Background: an optimization exercise with open tools, aiming at small area, a short achievable clock period and few clock cycles. Do not read the settings as production practice.
RTL that was checked went through simulation tests only; none was proved equivalent to the original.
Power and IR drop assume default switching activity.

== the previous run ==
==> flow/design.v <==
`timescale 1ns/1ps
module rvCoreTop (
    input  logic        clk,
    input  logic        reset,
    output logic [31:0] paddr,
    output logic        psel,
    output logic        penable,
    output logic        pwrite,
    output logic [31:0] pwdata,
    output logic [3:0]  pstrb,
    input  logic [31:0] prdata,
    input  logic        pready
);
    localparam logic [6:0] OP_LUI    = 7'b0110111;
    localparam logic [6:0] OP_IMM    = 7'b0010011;
    localparam logic [6:0] OP_REG    = 7'b0110011;
    localparam logic [6:0] OP_LOAD   = 7'b0000011;
    localparam logic [6:0] OP_STORE  = 7'b0100011;
    localparam logic [6:0] OP_BRANCH = 7'b1100011;
    logic        pselQ, penQ, busData, kill;
    logic [31:2] paddrQ;
    logic        pwriteQ;
    logic [3:0]  pstrbQ;
    logic [31:2] fpc;
    logic        irAhead;
    logic        irV;
    logic [31:0] ir;
    logic xR2;      
    logic xAlu;     
    logic xBr;      
    logic xLd;      
    logic xSt;      
    logic xLwait;   
    logic xLw;      
    logic [31:0] opA, opB;
    logic [4:0]  xRd, xRs2;
    logic [6:0]  xImmHi;
    logic [2:0]  xF3;
    logic [4:0]  xSel;     
    logic        xInv, xBrF;
    logic [1:0]  xAhead;   
    logic [1:0]  xOff;
    logic [31:1] rSelQ;    
    logic        resetQ;   
    logic [31:0] regs [1:31];
    assign paddr   = {paddrQ, 2'b00};
    assign psel    = pselQ;
    assign penable = penQ;
    assign pwrite  = pwriteQ;
    assign pwdata  = opB;   
    assign pstrb   = pstrbQ;
    logic busFree, xferDone, landing, dataDone, fetchSetup;
    assign xferDone   = pselQ & penQ & pready;
    assign busFree    = ~pselQ | xferDone;
    assign landing    = xferDone & ~busData & ~kill;
    assign dataDone   = xferDone & busData;
    assign fetchSetup = pselQ & ~penQ & ~busData;
    logic [6:0] op;
    logic isLui, isOpi, isOp, isLd, isSt, isBr;
    logic [31:0] immI, immS, immU;
    assign op    = ir[6:0];
    assign isLui = op == OP_LUI;
    assign isOpi = op == OP_IMM;
    assign isOp  = op == OP_REG;
    assign isLd  = op == OP_LOAD;
    assign isSt  = op == OP_STORE;
    assign isBr  = op == OP_BRANCH;
    assign immI  = {{20{ir[31]}}, ir[31:20]};
    assign immS  = {{20{ir[31]}}, ir[31:25], ir[11:7]};
    assign immU  = {ir[31:12], 12'b0};
    logic [31:0] rData;
    always_comb begin
        rData = 32'd0;
        for (int r = 1; r < 32; r++) rData = rData | (regs[r] & {32{rSelQ[r]}});
    end
    logic [31:0] sum, aluOut;
    logic        lt, eq, taken;
    assign sum = opA + opB + {31'd0, xInv};   
    assign lt  = $signed(opA) < $signed(opB);
    assign eq  = opA == opB;
    always_comb begin
        aluOut = ({32{xSel[0]}} & sum) | {31'd0, xSel[1] & lt} | ({32{xSel[2]}} & (opA ^ opB)) |
                 ({32{xSel[3]}} & (opA | opB)) | ({32{xSel[4]}} & (opA & opB));
    end
    always_comb begin
        case ({xF3[2], xF3[0]})
            2'b00:   taken = eq;
            2'b01:   taken = ~eq;
            2'b10:   taken = lt;
            default: taken = ~lt;
        endcase
    end
    logic        redirect, redirQ;
    logic [11:0] brOff, adjQ;
    logic [31:2] target;
    assign redirect = redirQ;
    assign brOff  = {xImmHi[6], xImmHi[6], xRd[0], xImmHi[5:0], xRd[4:2]} - {10'd0, xAhead} - 12'd1;
    assign target = fpc + {{18{adjQ[11]}}, adjQ};
    logic [31:0] lane, ldVal;
    assign lane = opB >> {xOff, 3'b000};
    always_comb begin
        case (xF3[1:0])
            2'b00:   ldVal = {{24{lane[7] & ~xF3[2]}}, lane[7:0]};
            2'b01:   ldVal = {{16{lane[15] & ~xF3[2]}}, lane[15:0]};
            default: ldVal = lane;
        endcase
    end
    logic s1, s1Go, dataReq, dataGo, fetchGo, fetchOk, irVNext;
    logic xR2N, xAluN, xBrN, xLdN, xStN, xLwaitN, xLwN;
    assign s1      = irV & ~(xR2 | xLd | xSt | xLwait) & ~(pselQ & busData & pwriteQ);
    assign s1Go    = s1 & ~redirect;
    assign dataReq = (xLd | xSt) & ~redirect;
    assign dataGo  = busFree & dataReq;
    assign xR2N    = s1Go & (isOp | isBr);
    assign xAluN   = (s1Go & (isLui | isOpi)) | (xR2 & ~xBrF & ~redirect);
    assign xBrN    = xR2 & xBrF & ~redirect;
    assign xLdN    = (s1Go & isLd) | (xLd & ~busFree & ~redirect);
    assign xStN    = (s1Go & isSt) | (xSt & ~busFree & ~redirect);
    assign xLwaitN = (xLd & busFree & ~redirect) | (xLwait & ~dataDone);
    assign xLwN    = xLwait & dataDone;
    assign irVNext = (landing & ~redirect) | (irV & ~s1 & ~redirect);
    assign fetchOk = ~(s1 & (isLd | isSt) & landing);
    assign fetchGo = busFree & ~dataReq & fetchOk & ~xBr;
    always_ff @(posedge clk) begin
        if (reset) begin
            pselQ   <= 1'b0;
            penQ    <= 1'b0;
            busData <= 1'b0;
            kill    <= 1'b0;
            redirQ  <= 1'b0;
            fpc     <= '0;
            irV     <= 1'b0;
            xR2     <= 1'b0;
            xAlu    <= 1'b0;
            xBr     <= 1'b0;
            xLd     <= 1'b0;
            xSt     <= 1'b0;
            xLwait  <= 1'b0;
            xLw     <= 1'b0;
        end else begin
            if (busFree) begin
                pselQ   <= dataGo | fetchGo;
                penQ    <= 1'b0;
                busData <= dataGo;
            end else if (~penQ) begin
                penQ <= 1'b1;
            end
            kill <= pselQ & ~busData & ~xferDone & (kill | redirect);
            redirQ <= xBr & taken;
            if (redirect) fpc <= target;
            else if (fetchSetup) fpc <= paddrQ + 30'd1;
            irV    <= irVNext;
            xR2    <= xR2N;
            xAlu   <= xAluN;
            xBr    <= xBrN;
            xLd    <= xLdN;
            xSt    <= xStN;
            xLwait <= xLwaitN;
            xLw    <= xLwN;
        end
    end
    always_ff @(posedge clk) begin
        adjQ <= brOff - {11'd0, fetchSetup};
        if (landing) irAhead <= 1'b0;
        else if (fetchSetup) irAhead <= 1'b1;
        xAhead <= (s1 ? {1'b0, irAhead} : xAhead) + {1'b0, fetchSetup};
    end
    always_ff @(posedge clk) begin
        if (dataGo) begin
            paddrQ  <= sum[31:2];
            pwriteQ <= xSt;
            pstrbQ  <= xSt ?
                       4'((xF3[1] ? 4'b1111 : xF3[0] ? 4'b0011 : 4'b0001) << sum[1:0]) : 4'b0000;
        end else if (fetchGo) begin
            paddrQ  <= redirect ? target : fpc;
            pwriteQ <= 1'b0;
            pstrbQ  <= 4'b0000;
        end
    end
    always_ff @(posedge clk) begin
        if (landing) ir <= prdata;
    end
    logic [4:0] rIdxN;
    logic       rs2Next;
    assign rs2Next = (s1 & (isOp | isBr | isSt)) | xSt;
    assign rIdxN = rs2Next ? (s1 ? ir[24:20] : xRs2) : ir[19:15];
    always_ff @(posedge clk) begin
        for (int r = 1; r < 32; r++)
            rSelQ[r] <= (landing & ~rs2Next) ? (prdata[19:15] == 5'(r)) : (rIdxN == 5'(r));
    end
    logic [31:0] wData;   
    logic bypass;
    assign bypass = (xAlu | xLw) && (xRd != 5'd0) && (xRd == ir[19:15]);
    always_ff @(posedge clk) begin
        if (s1) begin
            opA    <= (isLui | bypass) ? (isLui ? 32'd0 : wData) : rData;
            xRd    <= ir[11:7];
            xRs2   <= ir[24:20];
            xImmHi <= ir[31:25];
            xF3    <= isLui ? 3'b000 : ir[14:12];
            xInv   <= isOp & (ir[14:12] == 3'b000) & ir[30];
            xBrF   <= isBr;
        end
        if (reset) xSel <= 5'b00000;
        else if (s1)
            xSel <= {5{isLui | isOpi | isOp}} & (isLui ? 5'b00001 :
                    (ir[14:12] == 3'b010) ? 5'b00010 : (ir[14:12] == 3'b100) ? 5'b00100 :
                    (ir[14:12] == 3'b110) ? 5'b01000 : (ir[14:12] == 3'b111) ? 5'b10000 : 5'b00001);
        if (xR2) opB <= rData ^ {32{xInv}};
        else if (xSt & busFree) opB <= rData << {sum[1:0], 3'b000};
        else if (s1) opB <= isSt ? immS : isLui ? immU : immI;
        else if (xLwait & dataDone) opB <= prdata;
        if (xLd & busFree) xOff <= sum[1:0];
    end
    logic        wEn;
    logic [31:0] wDataG;
    assign wEn    = ((xAlu & ~redirect) | xLw) & (xRd != 5'd0);
    assign wData  = aluOut | ({32{xLw}} & ldVal);
    assign wDataG = wData;
    always_ff @(posedge clk) begin
        resetQ <= reset;
        for (int r = 1; r < 32; r++) begin
            if (resetQ | (wEn & (xRd == 5'(r)))) regs[r] <= wDataG;
        end
    end
endmodule
export LEC_CHECK = 0
export CAP_MARGIN = 20
export CORE_MARGIN = 2
export CORE_UTILIZATION = 40
export CTS_CLUSTER_DIAMETER = 100
export CTS_CLUSTER_SIZE = 28
export PLACE_DENSITY = 0.6
export SLEW_MARGIN = 20
create_clock -name core_clock -period 10.0 [get_ports {clk}]
standard.sh (not shown) runs the stock make flow with config.mk's settings and CLKGATE_MAP_FILE= SYNTH_SCRIPT=/design/flow/synth_recipe.tcl, a recipe that flattens the netlist after the stock synthesis.
==> flow/flow/run.sh <==
#!/bin/bash
set -euo pipefail
bash standard.sh SETUP_SLACK_MARGIN=6.45 \
    'BUFFER_PORTS_ARGS=-buffer_cell sky130_fd_sc_hd__buf_2' finish > flow_standard.log 2>&1
Here is what was changed in the inputs of the current run compared with the previous run.
--- a/flow/design.v
+++ b/flow/design.v
@@ -104,13 +104,13 @@
             2'b01:   ldVal = {{16{lane[15] & ~xF3[2]}}, lane[15:0]};
             default: ldVal = lane;
         endcase
     end
     logic s1, s1Go, dataReq, dataGo, fetchGo, fetchOk, irVNext;
     logic xR2N, xAluN, xBrN, xLdN, xStN, xLwaitN, xLwN;
-    assign s1      = irV & ~(xR2 | xLd | xSt | xLwait) & ~(pselQ & busData & pwriteQ);
+    assign s1      = irV & ~(xR2 | xLd | xSt | xLwait | xLw) & ~(pselQ & busData & pwriteQ);
     assign s1Go    = s1 & ~redirect;
     assign dataReq = (xLd | xSt) & ~redirect;
     assign dataGo  = busFree & dataReq;
     assign xR2N    = s1Go & (isOp | isBr);
     assign xAluN   = (s1Go & (isLui | isOpi)) | (xR2 & ~xBrF & ~redirect);
     assign xBrN    = xR2 & xBrF & ~redirect;
@@ -185,18 +185,17 @@
     assign rs2Next = (s1 & (isOp | isBr | isSt)) | xSt;
     assign rIdxN = rs2Next ? (s1 ? ir[24:20] : xRs2) : ir[19:15];
     always_ff @(posedge clk) begin
         for (int r = 1; r < 32; r++)
             rSelQ[r] <= (landing & ~rs2Next) ? (prdata[19:15] == 5'(r)) : (rIdxN == 5'(r));
     end
-    logic [31:0] wData;   
     logic bypass;
-    assign bypass = (xAlu | xLw) && (xRd != 5'd0) && (xRd == ir[19:15]);
+    assign bypass = xAlu && (xRd != 5'd0) && (xRd == ir[19:15]);
     always_ff @(posedge clk) begin
         if (s1) begin
-            opA    <= (isLui | bypass) ? (isLui ? 32'd0 : wData) : rData;
+            opA    <= (isLui | bypass) ? (isLui ? 32'd0 : aluOut) : rData;
             xRd    <= ir[11:7];
             xRs2   <= ir[24:20];
             xImmHi <= ir[31:25];
             xF3    <= isLui ? 3'b000 : ir[14:12];
             xInv   <= isOp & (ir[14:12] == 3'b000) & ir[30];
             xBrF   <= isBr;
@@ -210,13 +209,13 @@
         else if (xSt & busFree) opB <= rData << {sum[1:0], 3'b000};
         else if (s1) opB <= isSt ? immS : isLui ? immU : immI;
         else if (xLwait & dataDone) opB <= prdata;
         if (xLd & busFree) xOff <= sum[1:0];
     end
     logic        wEn;
-    logic [31:0] wDataG;
+    logic [31:0] wData, wDataG;
     assign wEn    = ((xAlu & ~redirect) | xLw) & (xRd != 5'd0);
     assign wData  = aluOut | ({32{xLw}} & ldVal);
     assign wDataG = wData;
     always_ff @(posedge clk) begin
         resetQ <= reset;
         for (int r = 1; r < 32; r++) begin
==> run notes <==
Both conditions hold for the current run: the flow ran to the end and the final layout passed the timing, DRC and antenna checks. Critical path depth, the previous run and the current run: lower on the current run. Sort the previous run and the current run by average cell area after synthesis desc -> top: the current run. Initial antenna violation count: lower on the current run. Clock network power share delta for the current run relative to the previous run: 0.2 points higher. Changes observed in the current run relative to the previous run: ratio of final minimum period to clock period went down 1.0 points, time the final worst path needs with I/O delays and setup shrank by 0.10 ns. The current run ends up with lower overall fraction of global-route tracks in use than the previous run does.
Testbench counts of the current run, summed over its fixed seeds: cycles 75,814.
No functional check of the RTL was part of the previous run.


== the reference run ==
// rvCoreTop: RTL as listed in full above, without the edits since
clock: 10.0 ns
lec_check: 0
cap_margin: 20
core_margin: 2
core_utilization: 40
cts_cluster_diameter: 100
cts_cluster_size: 25
place_density: 0.6
slew_margin: 20
Scripts as last shown in full above: flow/flow/run.sh
Here is what was changed in the inputs of the trial run compared with the reference run.
--- a/flow/design.v
+++ b/flow/design.v
@@ -21,6 +21,7 @@
     logic [31:2] paddrQ;
     logic        pwriteQ;
     logic [3:0]  pstrbQ;
+    logic [31:0] pwdataQ;
     logic [31:2] fpc;
     logic        irAhead;
     logic        irV;
@@ -47,7 +48,7 @@
     assign psel    = pselQ;
     assign penable = penQ;
     assign pwrite  = pwriteQ;
-    assign pwdata  = opB;   
+    assign pwdata  = pwdataQ;
     assign pstrb   = pstrbQ;
     logic busFree, xferDone, landing, dataDone, fetchSetup;
     assign xferDone   = pselQ & penQ & pready;
@@ -107,7 +108,7 @@
     end
     logic s1, s1Go, dataReq, dataGo, fetchGo, fetchOk, irVNext;
     logic xR2N, xAluN, xBrN, xLdN, xStN, xLwaitN, xLwN;
-    assign s1      = irV & ~(xR2 | xLd | xSt | xLwait) & ~(pselQ & busData & pwriteQ);
+    assign s1      = irV & ~(xR2 | xLd | xSt | xLwait | xLw) & ~(pselQ & ~penQ & busData & pwriteQ);
     assign s1Go    = s1 & ~redirect;
     assign dataReq = (xLd | xSt) & ~redirect;
     assign dataGo  = busFree & dataReq;
@@ -166,6 +167,7 @@
         xAhead <= (s1 ? {1'b0, irAhead} : xAhead) + {1'b0, fetchSetup};
     end
     always_ff @(posedge clk) begin
+        if (xSt & busFree) pwdataQ <= rData << {sum[1:0], 3'b000};
         if (dataGo) begin
             paddrQ  <= sum[31:2];
             pwriteQ <= xSt;
@@ -188,12 +190,11 @@
         for (int r = 1; r < 32; r++)
             rSelQ[r] <= (landing & ~rs2Next) ? (prdata[19:15] == 5'(r)) : (rIdxN == 5'(r));
     end
-    logic [31:0] wData;   
     logic bypass;
-    assign bypass = (xAlu | xLw) && (xRd != 5'd0) && (xRd == ir[19:15]);
+    assign bypass = xAlu && (xRd != 5'd0) && (xRd == ir[19:15]);
     always_ff @(posedge clk) begin
         if (s1) begin
-            opA    <= (isLui | bypass) ? (isLui ? 32'd0 : wData) : rData;
+            opA    <= (isLui | bypass) ? (isLui ? 32'd0 : aluOut) : rData;
             xRd    <= ir[11:7];
             xRs2   <= ir[24:20];
             xImmHi <= ir[31:25];
@@ -207,13 +208,12 @@
                     (ir[14:12] == 3'b010) ? 5'b00010 : (ir[14:12] == 3'b100) ? 5'b00100 :
                     (ir[14:12] == 3'b110) ? 5'b01000 : (ir[14:12] == 3'b111) ? 5'b10000 : 5'b00001);
         if (xR2) opB <= rData ^ {32{xInv}};
-        else if (xSt & busFree) opB <= rData << {sum[1:0], 3'b000};
         else if (s1) opB <= isSt ? immS : isLui ? immU : immI;
         else if (xLwait & dataDone) opB <= prdata;
         if (xLd & busFree) xOff <= sum[1:0];
     end
     logic        wEn;
-    logic [31:0] wDataG;
+    logic [31:0] wData, wDataG;
     assign wEn    = ((xAlu & ~redirect) | xLw) & (xRd != 5'd0);
     assign wData  = aluOut | ({32{xLw}} & ldVal);
     assign wDataG = wData;
--- outcome ---
- The trial run against the reference run: count of placed standard cells including taps shows an increase of 0.50%; maximum frequency from static timing analysis shows a reduction of about 0.9%; half-perimeter wire length of the detailed placement result shows an increase of about 6%; power per unit of standard cell area shows an increase of 1.4 nW/um^2.
- Delta (the trial run minus the reference run): period utilization rose 0.35 points; post-route core utilization went up by 0.28 points.
Function was not checked in any run of this note: the RTL went through the layout flow alone.


== run A ==
rvCoreTop, a different RTL version from the one above (not shown whole).
For scale: about 54000 sq um of cells after synthesis.
export LEC_CHECK = 0
export CAP_MARGIN = 20
export CORE_MARGIN = 2
export CORE_UTILIZATION = 40
export CTS_CLUSTER_DIAMETER = 100
export CTS_CLUSTER_SIZE = 28
export PLACE_DENSITY = 0.6
export SLEW_MARGIN = 20
create_clock -name core_clock -period 10.0 [get_ports {clk}]
==> flow/flow/run.sh <==
#!/bin/bash
set -euo pipefail
bash standard.sh SETUP_SLACK_MARGIN=6.75 \
    'BUFFER_PORTS_ARGS=-buffer_cell sky130_fd_sc_hd__buf_2' finish > flow_standard.log 2>&1
Run A ran in full, but the layout does not pass; the checks complain about capacitance limit, slew limit.
Here is what was changed in the inputs of run B compared with run A.
--- a/flow/design.v
+++ b/flow/design.v
@@ -17,15 +17,14 @@
     localparam logic [6:0] OP_LOAD   = 7'b0000011;
     localparam logic [6:0] OP_STORE  = 7'b0100011;
     localparam logic [6:0] OP_BRANCH = 7'b1100011;
     logic        pselQ, penQ, busData, kill;
     logic [31:2] paddrQ;
     logic        pwriteQ;
     logic [3:0]  pstrbQ;
-    logic [31:0] pwdataQ;
     logic [31:2] fpc;
     logic        irAhead;
     logic        irV;
     logic [31:0] ir;
     logic xR2;      
     logic xBr;      
     logic xAlu;     
@@ -44,15 +43,15 @@
     logic [31:1] rSelQ;    
     logic        resetQ;   
     logic [31:0] regs [1:31];
     assign paddr   = {paddrQ, 2'b00};
     assign psel    = pselQ;
     assign penable = penQ;
     assign pwrite  = pwriteQ;
-    assign pwdata  = pwdataQ;
+    assign pwdata  = opB;   
     assign pstrb   = pstrbQ;
     logic busFree, xferDone, landing, dataDone, fetchSetup;
     assign xferDone   = pselQ & penQ & pready;
     assign busFree    = ~pselQ | xferDone;
     assign landing    = xferDone & ~busData & ~kill;
     assign dataDone   = xferDone & busData;
     assign fetchSetup = pselQ & ~penQ & ~busData;
@@ -143,15 +142,15 @@
             2'b00:   ldVal = {{24{lane[7] & ~xF3[2]}}, lane[7:0]};
             2'b01:   ldVal = {{16{lane[15] & ~xF3[2]}}, lane[15:0]};
             default: ldVal = lane;
         endcase
     end
     logic s1, s1Go, dataReq, dataGo, fetchGo, fetchOk, irVNext;
     logic xR2N, xAluN, xBrN, xLdN, xStN, xLwaitN, xLwN;
-    assign s1      = irV & ~(xR2 | xLd | xSt | xLwait) & ~(pselQ & ~penQ & busData & pwriteQ);
+    assign s1      = irV & ~(xR2 | xLd | xSt | xLwait) & ~(pselQ & busData & pwriteQ);
     assign s1Go    = s1 & ~redirect;
     assign dataReq = (xLd | xSt) & ~redirect;
     assign dataGo  = busFree & dataReq;
     assign xR2N    = s1Go & (isOp | isBr);
     assign xAluN   = (s1Go & (isLui | isOpi)) | (xR2 & ~xBrF & ~redirect);
     assign xLdN    = (s1Go & isLd) | (xLd & ~busFree & ~redirect);
     assign xBrN    = xR2 & xBrF & ~redirect;
@@ -202,15 +201,14 @@
     always_ff @(posedge clk) begin
         adjQ <= brOff - {11'd0, fetchSetup};
         if (landing) irAhead <= 1'b0;
         else if (fetchSetup) irAhead <= 1'b1;
         xAhead <= (s1 ? {1'b0, irAhead} : xAhead) + {1'b0, fetchSetup};
     end
     always_ff @(posedge clk) begin
-        if (xSt & busFree) pwdataQ <= rData << {stOff, 3'b000};
         if (dataGo | fetchGo) begin
             paddrQ  <= dataReq ? sum[31:2] : redirect ? target : fpc;
             pwriteQ <= dataReq & xSt;
             pstrbQ  <= (dataReq & xSt) ?
                        4'((xF3[1] ? 4'b1111 : xF3[0] ? 4'b0011 : 4'b0001) << stOff) : 4'b0000;
         end
     end
@@ -232,17 +230,18 @@
     assign xRdN   = xLoad ? ir[11:7] : xRd;
     assign irRs1N = landing ? prdata[19:15] : ir[19:15];
     always_ff @(posedge clk) bypassQ <= (xRdN != 5'd0) && (xRdN == irRs1N);
     assign bypass = (xAlu | xLw) & bypassQ;
     logic [31:0] opBNext;
     logic        opBEn;
     assign opBNext = xR2 ? rData ^ {32{xInv}} :
+                     xSt ? rData << {stOff, 3'b000} :
                      xLwait ? prdata :
                      isSt ? immS : isLui ? immU : immI;
-    assign opBEn = xR2 | s1 | (xLwait & dataDone);
+    assign opBEn = xR2 | s1 | (xSt & busFree) | (xLwait & dataDone);
     always_ff @(posedge clk) begin
         if (xLoad) begin
             opA    <= (isLui | bypass) ? (isLui ? 32'd0 : wData) : rData;
             xRd    <= ir[11:7];
             xRs2   <= ir[24:20];
             xImmHi <= ir[31:25];
             xF3    <= isLui ? 3'b000 : ir[14:12];
## What came out
Met2 global-route usage: run A vs run B — no meaningful difference. Routed wire length, run A and run B: smaller value in run B. Footprint of the flip-flops and latches: run B < run A. Between run A and run B, the flow reports clock power decreasing by a few percent. Status: relative contribution of combinational cells to total power parity (run A, run B). Amount of wire on met3 after detailed routing (lower): run B. Run B vs run A — minimum setup slack after placement dropped 210 ps. Run B vs. run A: final critical-path setup slack now smaller; number of clock buffer instances in the layout went up; non-clock buffer count increased by 88 relative to the old numbers. Against run A, via count in run B came out better. Final area delta (run B -> run A): insignificant. Between run A and run B, the difference in clock network fraction of design power is negligible. The count of buffering cells on the critical path with inverters included in run B was higher than what run A gave. Run B ran to completion and came out clean on the timing, DRC and antenna checks.
Function was not checked in any run of this note: the RTL went through the layout flow alone.

## static timing again, ports no longer ideal
In the flow no input, the clock included, has a driving cell. The finished layouts below were timed again as built, in two steps.
Step 1 sets driving cells, clkbuf_16 on the clock port and buf_2 on the other inputs (assumed; they add their load-dependent delay and slew).
Step 2 times the ports against the registers' clock, not the clock port: input delays grow and output delays shrink by t, the midpoint of the rising clock arrivals with the driver on.
Three values: ideal ports, drivers, drivers and shift; two values: the first two.
run | t, ns | setup slack, ns | worst hold slack (ns) | pins driven straight from the clock port
the previous run | 0.748 | 6.338 / 6.336 / 5.884 | 0.460 / 0.460 / 0.460 | 1
the current run | 0.783 | 6.441 / 6.365 / 5.675 | 0.453 / 0.453 / 0.453 | 1
the reference run | 0.776 | 6.327 / 6.327 / 5.869 | 0.461 / 0.461 / 0.461 | 1
the trial run | 0.802 | 6.292 / 6.292 / 5.935 | 0.467 / 0.467 / 0.467 | 1
run A | 0.793 | 6.221 / 6.221 / 6.123 | 0.482 / 0.482 / 0.482 | 1
run B | 0.796 | 6.177 / 6.177 / 6.169 | 0.477 / 0.477 / 0.477 | 1
For the current run, which loses most, drivers alone change the setup slack by -0.076 ns; drivers and shift together by -0.766 ns.
